Source: an optimization exercise on an open RTL-to-GDS flow (aim: small area, a short achievable clock period and few clock cycles per item). Production flows keep margins and buffers that such runs may drop. In this exercise RTL edits were held to simulation tests only and were not proved equivalent to the original. Power is estimated from default activity; no workload was simulated.

==> flow/design.v <==
package rau_pkg;
    localparam logic [2:0] ACT_ADD = 3'd0;
    localparam logic [2:0] ACT_SUB = 3'd1;
    localparam logic [2:0] ACT_MUL = 3'd2;
    localparam logic [2:0] ACT_DIV = 3'd3;
    localparam logic [2:0] ACT_CMP = 3'd4;
    localparam logic [1:0] ST_OK   = 2'd0;
    localparam logic [1:0] ST_OVF  = 2'd1;
    localparam logic [1:0] ST_DIVZ = 2'd2;
    localparam logic [1:0] ST_ZDEN = 2'd3;
endpackage
module rational_arithmetic_unit_core #(
    parameter int WIDTH = 32
) (
    input  logic         i_clk,
    input  logic         i_rst_n,
    input  logic         i_s_axis_tvalid,
    output logic         o_s_axis_tready,
    input  logic [135:0] i_s_axis_tdata,
    output logic         o_m_axis_tvalid,
    input  logic         i_m_axis_tready,
    output logic [71:0]  o_m_axis_tdata
);
    localparam int SH = 3;
    logic s_idle, s_fint, s_lda, s_ga, s_ldb, s_gb, s_m1, s_comb, s_m2, s_gr;
    logic s_c1, s_c2, s_c3, s_cs;
    logic        r_tready;
    logic        r_mvalid;
    logic [32:0] r_u;
    logic [31:0] r_v;
    logic [31:0] r_x1, r_x2, r_y1, r_y2;
    logic [31:0] r_rn, r_rd;
    logic        r_mul, r_div, r_sub;
    logic        r_sa, r_sb, r_sn;
    logic        r_ovx, r_ovy, r_stk;
    logic [1:0]  r_status;
    logic        r_lt, r_gt, r_eq, r_ok;
    logic [2:0]  p_act;
    logic [31:0] p_an, p_ad, p_bn, p_bd;
    assign p_act = i_s_axis_tdata[2:0];
    assign p_an  = i_s_axis_tdata[34:3];
    assign p_ad  = i_s_axis_tdata[66:35];
    assign p_bn  = i_s_axis_tdata[98:67];
    assign p_bd  = i_s_axis_tdata[130:99];
    logic        m_gcd, m_mul;
    logic        c_x, c_y;
    logic [33:0] a_w;
    logic        a_sub;
    logic [33:0] a_du;
    logic        a_gu;
    logic [32:0] a_dv;
    logic [33:0] a_su1, a_su2;
    logic        r_gcd, r_wv, r_gu;    
    assign m_gcd = r_gcd;
    assign m_mul = s_m1 || s_m2;
    assign c_x   = r_x1[31];
    logic        c_mx0, c_mx1, c_my0, c_my1, c_rx, c_ry;
    assign c_mx0 = r_mul ? r_u[0] : r_v[0];
    assign c_mx1 = r_mul ? r_u[1] : r_v[1];
    assign c_my0 = (r_mul || s_m2) ? r_v[0] : r_u[0];
    assign c_my1 = (r_mul || s_m2) ? r_v[1] : r_u[1];
    assign c_rx  = r_mul ? (r_u[31:2] != 30'd0) : (r_v[31:2] != 30'd0);
    assign c_ry  = (r_mul || s_m2) ? (r_v[31:2] != 30'd0) : (r_u[31:2] != 30'd0);
    assign c_y   = r_y1[31];
    logic        r_wx2, r_wy2, r_wsub;
    assign a_w   = ({34{r_wv}}  & {2'b00, r_v})
                 | ({34{r_wx2}} & {2'b00, r_x2})
                 | ({34{r_wy2}} & {{2{r_y2[31]}}, r_y2});
    assign a_sub = r_wsub;
    assign a_du  = {r_u[32], r_u} + (a_w ^ {34{a_sub}}) + {33'd0, a_sub};
    assign a_gu  = r_gu;
    assign a_dv  = {1'b0, r_v} - (a_gu ? {1'b0, r_u[31:0]} : 33'd0);
    logic [31:0] k_ax, k_bx, k_sx, k_ay, k_by, k_sy;
    logic [32:0] k_cx, k_cy;
    logic        r_kx0, r_kx1, r_ky0, r_ky1;
    assign k_ax  = r_kx0 ? r_x2 : 32'd0;
    assign k_bx  = r_kx1 ? {r_x2[30:0], 1'b0} : 32'd0;
    assign k_sx  = r_x1 ^ k_ax ^ k_bx;
    assign k_cx  = {(r_x1 & k_ax) | (r_x1 & k_bx) | (k_ax & k_bx), 1'b0};
    assign k_ay  = r_ky0 ? r_y2 : 32'd0;
    assign k_by  = r_ky1 ? {r_y2[30:0], 1'b0} : 32'd0;
    assign k_sy  = r_y1 ^ k_ay ^ k_by;
    assign k_cy  = {(r_y1 & k_ay) | (r_y1 & k_by) | (k_ay & k_by), 1'b0};
    assign a_su1 = {2'b00, k_sx} + {1'b0, k_cx};
    assign a_su2 = {2'b00, k_sy} + {1'b0, k_cy};
    function automatic int unsigned shamt(input logic [SH:0] d);
        int unsigned k;
        k = SH;
        for (int i = SH - 1; i >= 1; i--) begin
            if (d[i]) k = i;
        end
        shamt = k;
    endfunction
    logic        g_eu, g_ev, g_zu, g_eq, g_fin, g_e2, g_k1;
    logic        g_ustep, g_vstep;
    logic [32:0] g_ush;
    logic [31:0] g_vsh;
    int unsigned g_ku, g_kv;
    logic [31:0] g_r1, g_r2;
    assign g_eu    = ~r_u[0];
    assign g_ev    = ~r_v[0];
    assign g_e2    = g_eu && g_ev;
    assign g_zu    = (r_u[31:0] == 32'd0);
    assign g_eq    = (r_u[31:0] == r_v);
    assign g_fin   = g_zu || g_eq;
    assign g_ustep = g_eu || (!g_ev && !a_du[33]);
    assign g_vstep = g_ev || (!g_eu && a_du[33]);
    assign g_k1    = s_cs || g_e2;
    assign g_ku    = m_mul ? 2 : g_k1 ? 1 : shamt(a_du[SH:0]);
    assign g_kv    = m_mul ? 2 : g_k1 ? 1 : shamt(a_dv[SH:0]);
    assign g_ush   = {s_cs && a_du[33], a_du[32:1]} >> (g_ku - 1);
    assign g_vsh   = a_dv[31:0] >> g_kv;
    assign g_r1    = g_zu ? r_x2 : a_su1[31:0];
    assign g_r2    = g_zu ? r_y2 : a_su2[31:0];
    function automatic logic mfits(input logic [31:0] m, input logic s);
        mfits = !m[31] || (s && (m[30:0] == 31'd0));
    endfunction
    function automatic logic [31:0] rev32(input logic [31:0] a);
        for (int i = 0; i < 32; i++) rev32[i] = a[31 - i];
    endfunction
    logic        i_start, i_cmp, i_fast;
    logic        i_za, i_zb, i_sa, i_sb;
    assign i_start = i_s_axis_tvalid && (!r_mvalid || i_m_axis_tready);
    assign i_cmp   = (p_act == rau_pkg::ACT_CMP);
    assign i_za    = (p_an == 32'd0);
    assign i_zb    = (p_bn == 32'd0);
    assign i_sa    = p_an[31] ^ p_ad[31];
    assign i_sb    = p_bn[31] ^ p_bd[31];
    assign i_fast  = p_act > rau_pkg::ACT_CMP || p_ad == 32'd0 || p_bd == 32'd0 ||
                     (i_cmp && (i_za || i_zb || (i_sa != i_sb)));
    logic        f_sx, f_sq, f_same, f_sn;
    logic [32:0] f_nmag;
    always_comb begin
        f_sx   = r_mul ? (r_sa ^ r_sb) : r_sa;
        f_sq   = r_sb ^ r_sub;
        f_same = (f_sq == r_sa);
        if (f_same) begin
            f_nmag = a_su1[32:0];
            f_sn   = r_sa;
        end else if (!a_du[33]) begin
            f_nmag = a_du[32:0];
            f_sn   = r_sa;
        end else begin
            f_nmag = a_dv;
            f_sn   = f_sq;
        end
    end
    logic m1_end, m2_end;
    logic a_bad, b_bad, b_divz, m1_bad, comb_bad, m2_bad, r_bad, cs_end;
    logic r_m1f;             
    logic l_abad;            
    assign l_abad   = !mfits(r_rn, r_sa) || r_rd[31];
    assign m1_end   = (r_u[31:0] == 32'd0) && (r_v == 32'd0);
    assign m2_end   = (r_v == 32'd0);
    assign a_bad    = !mfits(g_r1, r_sa) || g_r2[31];
    assign b_bad    = !mfits(g_r1, r_sb) || g_r2[31];
    assign b_divz   = r_div && g_zu;
    assign m1_bad   = (r_m1f && (!mfits(r_u[31:0], r_sb) || r_v[31])) || r_ovx || r_ovy ||
                      (m1_end && (!mfits(r_x1, f_sx) ||
                                  !mfits(r_y1, !r_mul && r_sb)));
    assign comb_bad = 1'b0;
    assign m2_bad   = r_ovy || (m2_end && r_y1[31]) ||
                      !(r_u[32:31] == 2'b00 || (r_sn && r_u[32:0] == 33'h080000000));
    assign r_bad    = g_r2[31] || (!r_sn && g_r1[31]);
    assign cs_end   = (r_x1 == 32'd0) && (r_y1 == 32'd0);
    logic t_ga, t_gb, t_m1, t_m2, t_gr;
    assign t_ga = s_ga && g_fin;
    assign t_gb = s_gb && g_fin;
    assign t_gr = s_gr && g_fin;
    assign t_m1 = s_m1 && m1_end && !m1_bad;
    assign t_m2 = s_m2 && m2_end && !m2_bad;
    logic fin;        
    assign fin = s_fint || (s_ldb && l_abad) || (t_gb && b_divz) || (s_m1 && m1_bad) ||
                 (s_comb && comb_bad) || (s_m2 && m2_bad) || t_gr || (s_cs && cs_end);
    logic n_idle, n_fint, n_lda, n_ga, n_ldb, n_gb, n_m1, n_comb, n_m2, n_gr;
    logic n_c1, n_c2, n_c3, n_cs, n_cx, n_cy;
    assign n_cx   = e_x1 ? d_x1[31] : r_x1[31];
    logic n_u0, n_u1, n_v0, n_v1;
    assign n_u0   = e_u ? d_u[0] : r_u[0];
    assign n_u1   = e_u ? d_u[1] : r_u[1];
    assign n_v0   = e_v ? d_v[0] : r_v[0];
    assign n_v1   = e_v ? d_v[1] : r_v[1];
    assign n_cy   = e_y1 ? d_y1[31] : r_y1[31];
    assign n_idle = (s_idle && !i_start) || fin;
    assign n_fint = s_idle && i_start && i_fast;
    assign n_lda  = s_idle && i_start && !i_fast && !i_cmp;
    assign n_ga   = s_lda || (s_ga && !g_fin);
    assign n_ldb  = t_ga;
    assign n_gb   = (s_ldb && !l_abad) || (s_gb && !g_fin);
    assign n_m1   = (t_gb && !b_divz) || (s_m1 && !m1_bad && !m1_end);
    assign n_comb = t_m1 && !r_mul && !r_div;
    assign n_m2   = (s_comb && !comb_bad) || (s_m2 && !m2_bad && !m2_end);
    assign n_gr   = (t_m1 && (r_mul || r_div)) || t_m2 || (s_gr && !g_fin);
    assign n_c1   = s_idle && i_start && !i_fast && i_cmp;
    assign n_c2   = s_c1;
    assign n_c3   = s_c2;
    assign n_cs   = s_c3 || (s_cs && !cs_end);
    always_ff @(posedge i_clk) begin
        if (!i_rst_n) begin
            s_idle   <= 1'b1;
            s_fint   <= 1'b0;
            s_lda    <= 1'b0;
            s_ga     <= 1'b0;
            s_ldb    <= 1'b0;
            s_gb     <= 1'b0;
            s_m1     <= 1'b0;
            s_comb   <= 1'b0;
            s_m2     <= 1'b0;
            s_gr     <= 1'b0;
            s_c1     <= 1'b0;
            s_c2     <= 1'b0;
            s_c3     <= 1'b0;
            s_cs     <= 1'b0;
            r_gcd    <= 1'b0;
            r_wv     <= 1'b0;
            r_wx2    <= 1'b0;
            r_wy2    <= 1'b0;
            r_wsub   <= 1'b1;
            r_gu     <= 1'b0;
            r_tready <= 1'b0;
            r_mvalid <= 1'b0;
        end else begin
            if (fin) begin
                r_mvalid <= 1'b1;
            end else if (i_m_axis_tready) begin
                r_mvalid <= 1'b0;
            end
            r_tready <= (s_idle && i_start && (i_fast || i_cmp)) || t_ga;
            s_idle <= n_idle;
            s_fint <= n_fint;
            s_lda  <= n_lda;
            s_ga   <= n_ga;
            s_ldb  <= n_ldb;
            s_gb   <= n_gb;
            s_m1   <= n_m1;
            s_comb <= n_comb;
            s_m2   <= n_m2;
            s_gr   <= n_gr;
            s_c1   <= n_c1;
            s_c2   <= n_c2;
            s_c3   <= n_c3;
            s_cs   <= n_cs;
            r_gcd  <= n_ga || n_gb || n_gr;
            r_wv   <= ((n_ga || n_gb || n_gr) && (e_u ? d_u[0] : r_u[0])) || n_comb ||
                      (n_cs && n_cx && !n_cy);
            r_wx2  <= n_c3 || (n_cs && !n_cx && n_cy);
            r_wy2  <= n_cs && n_cx && n_cy;
            r_wsub <= !n_cs || (!n_cx && n_cy);
            r_gu   <= ((n_ga || n_gb || n_gr) && (e_v ? d_v[0] : r_v[0])) || n_comb;
        end
    end
    always_ff @(posedge i_clk) begin
        if (s_idle) begin
            r_mul <= (p_act == rau_pkg::ACT_MUL);
            r_div <= (p_act == rau_pkg::ACT_DIV);
            r_sub <= (p_act == rau_pkg::ACT_SUB);
            r_sa  <= i_sa;
        end
        if (t_ga) r_sb <= i_sb;
        r_m1f <= t_gb;
        r_kx0 <= !n_m1 || (r_mul ? n_u0 : n_v0);
        r_kx1 <= n_m1 && (r_mul ? n_u1 : n_v1);
        r_ky0 <= !(n_m1 || n_m2) || ((r_mul || n_m2) ? n_v0 : n_u0);
        r_ky1 <= (n_m1 || n_m2) && ((r_mul || n_m2) ? n_v1 : n_u1);
        if (t_m1) r_sn <= r_sa ^ r_sb;
        if (s_comb) r_sn <= f_sn;
        if (t_gb || s_comb) begin
            r_ovx <= 1'b0;
            r_ovy <= 1'b0;
        end else if (m_mul) begin
            r_ovx <= r_ovx || ((c_mx0 || c_mx1) && (a_su1[33:32] != 2'b00)) ||
                     (r_x2[31] && c_mx1) || ((r_x2[31:30] != 2'b00) && c_rx);
            r_ovy <= r_ovy || ((c_my0 || c_my1) && (a_su2[33:32] != 2'b00)) ||
                     (r_y2[31] && c_my1) || ((r_y2[31:30] != 2'b00) && c_ry);
        end
        if (s_c3) r_stk <= 1'b0;
        else if (s_cs) r_stk <= r_stk | a_du[0];
        if (s_idle && i_start) begin
            r_status <= (p_act <= rau_pkg::ACT_CMP && (p_ad == 32'd0 || p_bd == 32'd0)) ?
                        rau_pkg::ST_ZDEN : rau_pkg::ST_OK;
            r_ok     <= 1'b0;
            if (i_cmp && p_ad != 32'd0 && p_bd != 32'd0) begin
                r_eq <= i_za && i_zb;
                r_lt <= (i_za && !i_zb && !i_sb) || (!i_za && i_zb && i_sa) ||
                        (!i_za && !i_zb && i_sa && !i_sb);
                r_gt <= (i_za && !i_zb && i_sb) || (!i_za && i_zb && !i_sa) ||
                        (!i_za && !i_zb && !i_sa && i_sb);
            end else begin
                r_eq <= 1'b0;
                r_lt <= 1'b0;
                r_gt <= 1'b0;
            end
        end
        if ((s_ldb && l_abad) || (s_m1 && m1_bad) || (s_comb && comb_bad) ||
            (s_m2 && m2_bad)) begin
            r_status <= rau_pkg::ST_OVF;
        end else if (t_gb && b_divz) begin
            r_status <= rau_pkg::ST_DIVZ;
        end
        if (t_gr) r_ok <= 1'b1;
        if (s_cs && cs_end) begin
            if (r_u == 33'd0 && !r_stk) begin
                r_eq <= 1'b1;
            end else if (r_u[32] ^ r_sa) begin
                r_lt <= 1'b1;
            end else begin
                r_gt <= 1'b1;
            end
        end
    end
    logic g_run, g_both, g_us, g_vs, g_cu, g_cv, m1_run, m2_run;
    assign g_run  = m_gcd && !g_fin;
    assign g_both = g_run && g_e2;                   
    assign g_us   = g_run && !g_e2 && g_ustep;       
    assign g_vs   = g_run && !g_e2 && g_vstep;       
    assign g_cu   = g_us && !g_eu;                   
    assign g_cv   = g_vs && !g_ev;                   
    assign m1_run = s_m1 && !m1_end;
    assign m2_run = s_m2 && !m2_end;
    logic [31:0] p_xa, p_xd;
    logic        p_sa, p_sd;
    assign p_xa = s_idle ? (p_an ^ {32{p_an[31]}}) : (p_bn ^ {32{p_bn[31]}});
    assign p_xd = s_idle ? (p_ad ^ {32{p_ad[31]}}) : (p_bd ^ {32{p_bd[31]}});
    assign p_sa = s_idle ? p_an[31] : p_bn[31];
    assign p_sd = s_idle ? p_ad[31] : p_bd[31];
    logic k_port, k_init, k_neg;
    assign k_port = s_idle || t_ga || s_c1;
    assign k_init = s_lda || s_ldb || (t_m1 && (r_mul || r_div)) || t_m2;
    assign k_neg  = (t_m1 && (r_sa ^ r_sb)) || (t_m2 && r_sn);
    logic        u_su1, u_sh, u_r1, u_x1, u_nm, u_0;
    logic        v_su2, v_sh, v_r2, v_y1, v_rn, v_x1, v_u;
    logic        x1_sh, x1_su1, x1_0, x1_rev;
    logic        x2_su1, x2_y1, x2_sh, x2_rn, x2_rd;
    logic        y1_sh, y1_su2, y1_0, y1_rev;
    logic        y2_su2, y2_sh, y2_rd, y2_du;
    assign u_su1  = s_lda || s_ldb || s_c1;
    assign u_sh   = g_us || g_both || m1_run || s_cs;
    assign u_r1   = t_gb;
    assign u_x1   = t_m1;
    assign u_nm   = s_comb;
    assign u_0    = s_c3;
    assign v_su2  = s_lda || s_ldb || s_c1;
    assign v_sh   = g_vs || g_both || m1_run || m2_run;
    assign v_r2   = t_gb;
    assign v_y1   = t_m1 || t_m2;
    assign v_rn   = s_comb;
    assign v_x1   = 1'b0;
    assign v_u    = s_c2;
    assign x1_sh  = g_us || s_cs;
    assign x1_su1 = g_cv || (m1_run && (c_mx0 || c_mx1));
    assign x1_0   = t_gb;
    assign x1_rev = s_c2;
    assign x2_su1 = g_cu || s_c2;
    assign x2_y1  = t_m1 && !r_mul && !r_div;
    assign x2_sh  = g_vs || m1_run;
    assign x2_rn  = t_gb;
    assign x2_rd  = 1'b0;
    assign y1_sh  = g_us || s_cs;
    assign y1_su2 = g_cv || ((m1_run || m2_run) && (c_my0 || c_my1));
    assign y1_0   = t_gb || s_comb;
    assign y1_rev = s_c2;
    assign y2_su2 = g_cu;
    assign y2_sh  = g_vs || m1_run || m2_run;
    assign y2_rd  = t_gb || s_comb;
    assign y2_du  = s_c3;
    logic        e_u, e_v, e_x1, e_x2, e_y1, e_y2;
    logic [32:0] d_u;
    logic [31:0] d_v, d_x1, d_x2, d_y1, d_y2;
    always_comb begin
        e_u  = u_su1 || u_sh || u_r1 || u_x1 || u_nm || u_0;
        d_u  = ({33{u_su1}} & {1'b0, a_su1[31:0]})
             | ({33{u_sh}}  & g_ush)
             | ({33{u_r1}}  & {1'b0, g_r1})
             | ({33{u_x1}}  & {1'b0, r_x1})
             | ({33{u_nm}}  & f_nmag);
        e_v  = v_su2 || v_sh || v_r2 || v_y1 || v_rn || v_x1 || v_u;
        d_v  = ({32{v_su2}} & a_su2[31:0])
             | ({32{v_sh}}  & g_vsh)
             | ({32{v_r2}}  & g_r2)
             | ({32{v_y1}}  & r_y1)
             | ({32{v_rn}}  & r_rn)
             | ({32{v_x1}}  & r_x1)
             | ({32{v_u}}   & r_u[31:0]);
        e_x1 = k_port || k_init || x1_sh || x1_su1 || x1_0 || x1_rev;
        d_x1 = ({32{k_port}} & p_xa)
             | ({32{k_init}} & (k_neg ? 32'hffff_ffff : 32'd1))
             | ({32{x1_sh}}  & (r_x1 << g_ku))
             | ({32{x1_su1}} & a_su1[31:0])
             | ({32{x1_rev}} & rev32(a_su2[31:0]));
        e_x2 = k_port || k_init || x2_su1 || x2_y1 || x2_sh || x2_rn || x2_rd;
        d_x2 = ({32{k_port}} & {31'd0, p_sa})
             | ({32{x2_su1}} & a_su1[31:0])
             | ({32{x2_y1}}  & r_y1)
             | ({32{x2_sh}}  & (r_x2 << g_kv))
             | ({32{x2_rn}}  & r_rn)
             | ({32{x2_rd}}  & r_rd);
        e_y1 = k_port || k_init || y1_sh || y1_su2 || y1_0 || y1_rev;
        d_y1 = ({32{k_port}} & p_xd)
             | ({32{y1_sh}}  & (r_y1 << g_ku))
             | ({32{y1_su2}} & a_su2[31:0])
             | ({32{y1_rev}} & rev32(r_v));
        e_y2 = k_port || k_init || y2_su2 || y2_sh || y2_rd || y2_du;
        d_y2 = ({32{k_port}} & {31'd0, p_sd})
             | ({32{k_init}} & 32'd1)
             | ({32{y2_su2}} & a_su2[31:0])
             | ({32{y2_sh}}  & (r_y2 << g_kv))
             | ({32{y2_rd}}  & r_rd)
             | ({32{y2_du}}  & a_du[31:0]);
    end
    always_ff @(posedge i_clk) begin
        if (e_u)  r_u  <= d_u;
        if (e_v)  r_v  <= d_v;
        if (e_x1) r_x1 <= d_x1;
        if (e_x2) r_x2 <= d_x2;
        if (e_y1) r_y1 <= d_y1;
        if (e_y2) r_y2 <= d_y2;
        if (t_ga || t_gr) begin
            r_rn <= g_r1;
            r_rd <= g_r2;
        end else if (t_gb) begin
            r_rn <= g_r2;
        end
    end
    assign o_s_axis_tready = r_tready;
    assign o_m_axis_tvalid = r_mvalid;
    logic o_bad, o_ok;
    assign o_bad = r_rd[31] || (!r_sn && r_rn[31]);
    assign o_ok  = r_ok && !o_bad;
    assign o_m_axis_tdata  = {4'd0, r_eq, r_gt, r_lt, r_status | {1'b0, r_ok && o_bad},
                              o_ok ? r_rd[30:0] : 31'd1, o_ok ? r_rn : 32'd0};
endmodule
==> flow/run.sh <==
#!/bin/bash
# synth_recipe.tcl (not shown) runs the flow's synth.tcl, then flattens the netlist and writes it again
# the make line also repeats each setting of config.mk as NAME=value (left out here)
make -C /OpenROAD-flow-scripts/flow DESIGN_CONFIG=/design/flow/config.mk WORK_HOME=/design/flow/orfs CLKGATE_MAP_FILE= SYNTH_SCRIPT=/design/flow/synth_recipe.tcl finish
==> flow/config.mk <==
export PLATFORM = sky130hd
export DESIGN_NAME = rational_arithmetic_unit_core
export DESIGN_NICKNAME = rational_arithmetic_unit_core
export VERILOG_FILES = /design/flow/design.v
export SDC_FILE = /design/flow/constraint.sdc
export NUM_CORES = 4
export LEC_CHECK = 0
export CAP_MARGIN = 20
export CORE_MARGIN = 2
export CORE_UTILIZATION = 30
export GPL_TIMING_DRIVEN = 1
export SETUP_SLACK_MARGIN = 5
export SLEW_MARGIN = 20
export TNS_END_PERCENT = 100
==> flow/constraint.sdc <==
create_clock -name core_clock -period 10.0 [get_ports {i_clk}]
set_input_delay 2.0000 -clock core_clock [delete_from_list [all_inputs] [get_ports {i_clk}]]
set_output_delay 2.0000 -clock core_clock [all_outputs]
set_load 0.01 [all_outputs]
==> reports/qor.txt <==
Clk Tree Root Cell: clkbuf_16
area of the mapped netlist: 0.0320 mm^2
largest net degree at the start of global routing: 118
clock latency on the worst-skew pair: 0.60 ns
Antenna Nets Post-Route: 0
fin crit period: 5.15 ns
DP Wirelength: 131,000 um
global-route wire length before repair: 248,000 um
Rows: 119
antenna violations before repair: 13
flops & latches, synth: 299
H-tree level count: 2
PortBufs: 204
layout cells sized above 1: 0.0885
clock slew at reported path FFs: 0.07 ns
area growth from synthesis to layout: 18.4%
Rel. slew slack: 0.167
die width: 330 um
final hold vios: 0
post-route insts no fill: 5,399
switching share of power: 0.469
post-layout power: 6070 uW
min-delay worst type: reg2reg
number of buffers inserted during clock tree synthesis: 36
FF/Latch Area: 0.00863 mm^2
Hold Buf Count CTS: 0
crit-path leading delay family: compound AO/OA/AOI/OAI gates
fin worst setup slack: 4.85 ns
Seq pwr share: 0.307
Ys Warns: 1
Worst Hold Slack: 0.478 ns
run status: finished clean
DRC Markers: 0
max-slew violations: 0
CP max stage delay: 0.71 ns
buffer and inverter count on the worst path: 1
fill count: 11.0k
Worst VDD drop: 0.000114 V
Initial Utilization: 0.303
Post-synth EDFFs: 263
RSZ-0062 raised after global routing: yes
core area: 0.105 mm^2
area of the die: 0.109 mm^2
CP max stage cell: a222oi_1
Internal Dissipation: 3220 uW
Yosys cell types: 92
Die Y: 330 um
Critical Path End Type: register
crit share post-route: 0.515
Most used DFF post-synth: edfxtp_1
Max FO, Critical Path: 7
LEAKAGE: 0.0148 uW
dpl ws: 3.57 ns
Cells after Synth: 3,838
Switch Pwr: 2850 uW
Via Count: 35.7k
TNS Setup: 0 ns
power per cell area: 161 mW/mm^2
vias in the first global route: 33.1k
post-placement cell count: 5,258
CTS tree: built
Worst Setup Path Type: reg2reg
Layout Nets: 4,315
crit path cell chain: a222oi_1, xnor2_1, ha_1, a21o_1, a21o_1, a21oi_1, inv_1, o31a_2, a21oi_1, xor2_2, nor3_1, a211oi_2, o311ai_1, a31o_2
Worst-Margin Slew: 1.24 ns
Crit path required time: 10.33 ns
post-DR vias/cell: 6.61
FMAX: 194 MHz
mean post-synth cell area: 8.32 um^2
Seq/Total Area, Yosys: 0.270
gr usage total: 0.318
CTS max path bufs: 3
combinational power share: 0.468
ys async rst share: 0
num ports: 214
GPL Wtd Cong: 1.07
clock network power share: 0.224
wirelength, routed: 180,000 um
synth cell count leaders: nand2_1, o21ai_0, a21oi_1
leading area contributor after synthesis: edfxtp_1
router iterations before antenna repair: 20
count of final setup violators: 0
initial DRC count: 6,014
clock tree sinks: 299
top-area cell type share of the netlist area: 0.247
Overflow after GRT: 0
count leader, synth: nand2_1
Arr. time, crit path: 5.48 ns
multi-input logic area: 0.0226 mm^2
Area contributors post-synth: edfxtp_1, ha_1, nand2_1
CP startpoint kind: register
Setup Skew: 0.0323 ns
DR WL/cell: 33.3 um
max-capacitance violation count: 0
[layout make-up]
cell class                      count  share of cell area
Antenna cell                        6            0.000397
Clock buffer                       51              0.0270
Clock inverter                     15             0.00294
Inverter                           74             0.00778
Multi-Input combinational cell   3203               0.599
Sequential cell                   299               0.228
Tap cell                         1391              0.0460
Timing Repair Buffer              360              0.0890
[timing repair]
item | in CTS | in global routing
endpoints found under the setup margin | 353 | 248
pin swaps | 17 | 37
gates resized for setup | 75 | 61
gates cloned | 0 | 2
buffers inserted | 18 | 47
[worst paths after layout]
kind | slack (ns) | to | cells past startpoint | from
max | 4.85 | r_u[29] | 14 | r_x2[10]
max reg2reg | 4.85 | r_u[29] | 14 | r_x2[10]
min reg2reg | 0.48 | r_ok | 1 | r_ok
min | 0.48 | r_ok | 1 | r_ok
[placed cells by master (no fill, tap or decap), types with 69 or more instances in the layout]
master / n
ha_1: 130
a222oi_1: 102
mux2i_1: 112
edfxtp_1: 263
a21oi_1: 258
o21ai_0: 285
nor4_1: 69
xor2_1: 135
clkdlybuf4s50_1: 200
and2_1: 206
nor2_1: 221
nand2_1: 446
o211ai_1: 82
nand3_1: 76
buf_4: 137
o22ai_1: 76
xnor2_1: 162
[per-layer routing]
metal  vias to the layer above  track usage  wire [um]
met5                         -            0         49
met4                         8        0.225      16800
met3                       763        0.140      28600
met2                      3013        0.452      71500
met1                     17021        0.381      62700
li1                      14871            -          -
[sequential cells by signal, indices dropped and copies added, names as in the netlist, 2 cells and up]
signal	flops
r_status	2
r_x2	32
r_x1	32
r_rd	32
r_y2	32
r_rn	32
r_v	32
r_u	33
r_y1	32
[worst reg2reg max path, cell delays in order, from the launching register on]
cell and delay, ns:
edfxtp_1 0.64, a222oi_1 0.71, xnor2_1 0.16, ha_1 0.38, a21o_1 0.20, a21o_1 0.17, a21oi_1 0.20, inv_1 0.13
o31a_2 0.48, a21oi_1 0.26, xor2_2 0.32, nor3_1 0.21, a211oi_2 0.54, o311ai_1 0.23, a31o_2 0.26
[power groups by stage]
stage,Clock (uW),Sequential (uW),Combinational (uW)
detailed placement,0,1860,2520
floorplan,0,1690,1560
finish,1360,1870,2840
global placement,0,1860,2500
global route,1380,1850,2960
CTS,1350,1830,2590
[stage by stage]
stage	instance area [um^2]	util
2_1_floorplan	32000	-
3_3_place_gp	35500	0.336
3_5_place_dp	35500	0.337
4_1_cts	37100	0.352
5_1_grt	37800	0.359
6_report	37800	0.359
[kinds of logic after synthesis]
logic type                 after synthesis  share of synthesized area
AOI/OAI and AO/OA                     1308                      0.278
xor gates and xnor gates               306                     0.0839
adders and majority gates              201                     0.0942
buffers and inverters                  340                     0.0420
DFF                                    299                      0.270
muxes                                  127                     0.0407
other                                    1                   0.000117
and+or+nand+nor                       1256                      0.192
Testbench counts, summed over its fixed seeds: cycles 51,684, items 1,200.

[what the ideal ports hide]
In the flow no input, the clock included, has a driving cell. The finished layout below was timed again as built, in two steps.
Step 1 (the two cells are an assumption about what drives the block):
set clk [get_ports {i_clk}]
set_driving_cell -lib_cell sky130_fd_sc_hd__clkbuf_16 $clk
set_driving_cell -lib_cell sky130_fd_sc_hd__buf_2 [delete_from_list [all_inputs] $clk]
Step 2 times the ports against the registers' clock, not the clock port: input delays grow and output delays shrink by t, the midpoint of the rising clock arrivals with the driver on.
Three values: ideal ports, drivers, drivers and shift; two values: the first two.
t (ns): 0.663
slack for setup (ns): 4.852 / 4.852 / 4.852
worst setup path after step 2: register to register
worst slew at a driven data input, ns: 0.07
After both steps this run still meets setup and hold. The setup slack of this run moves by 0.000 ns with the drivers and by 0.000 ns with both steps.
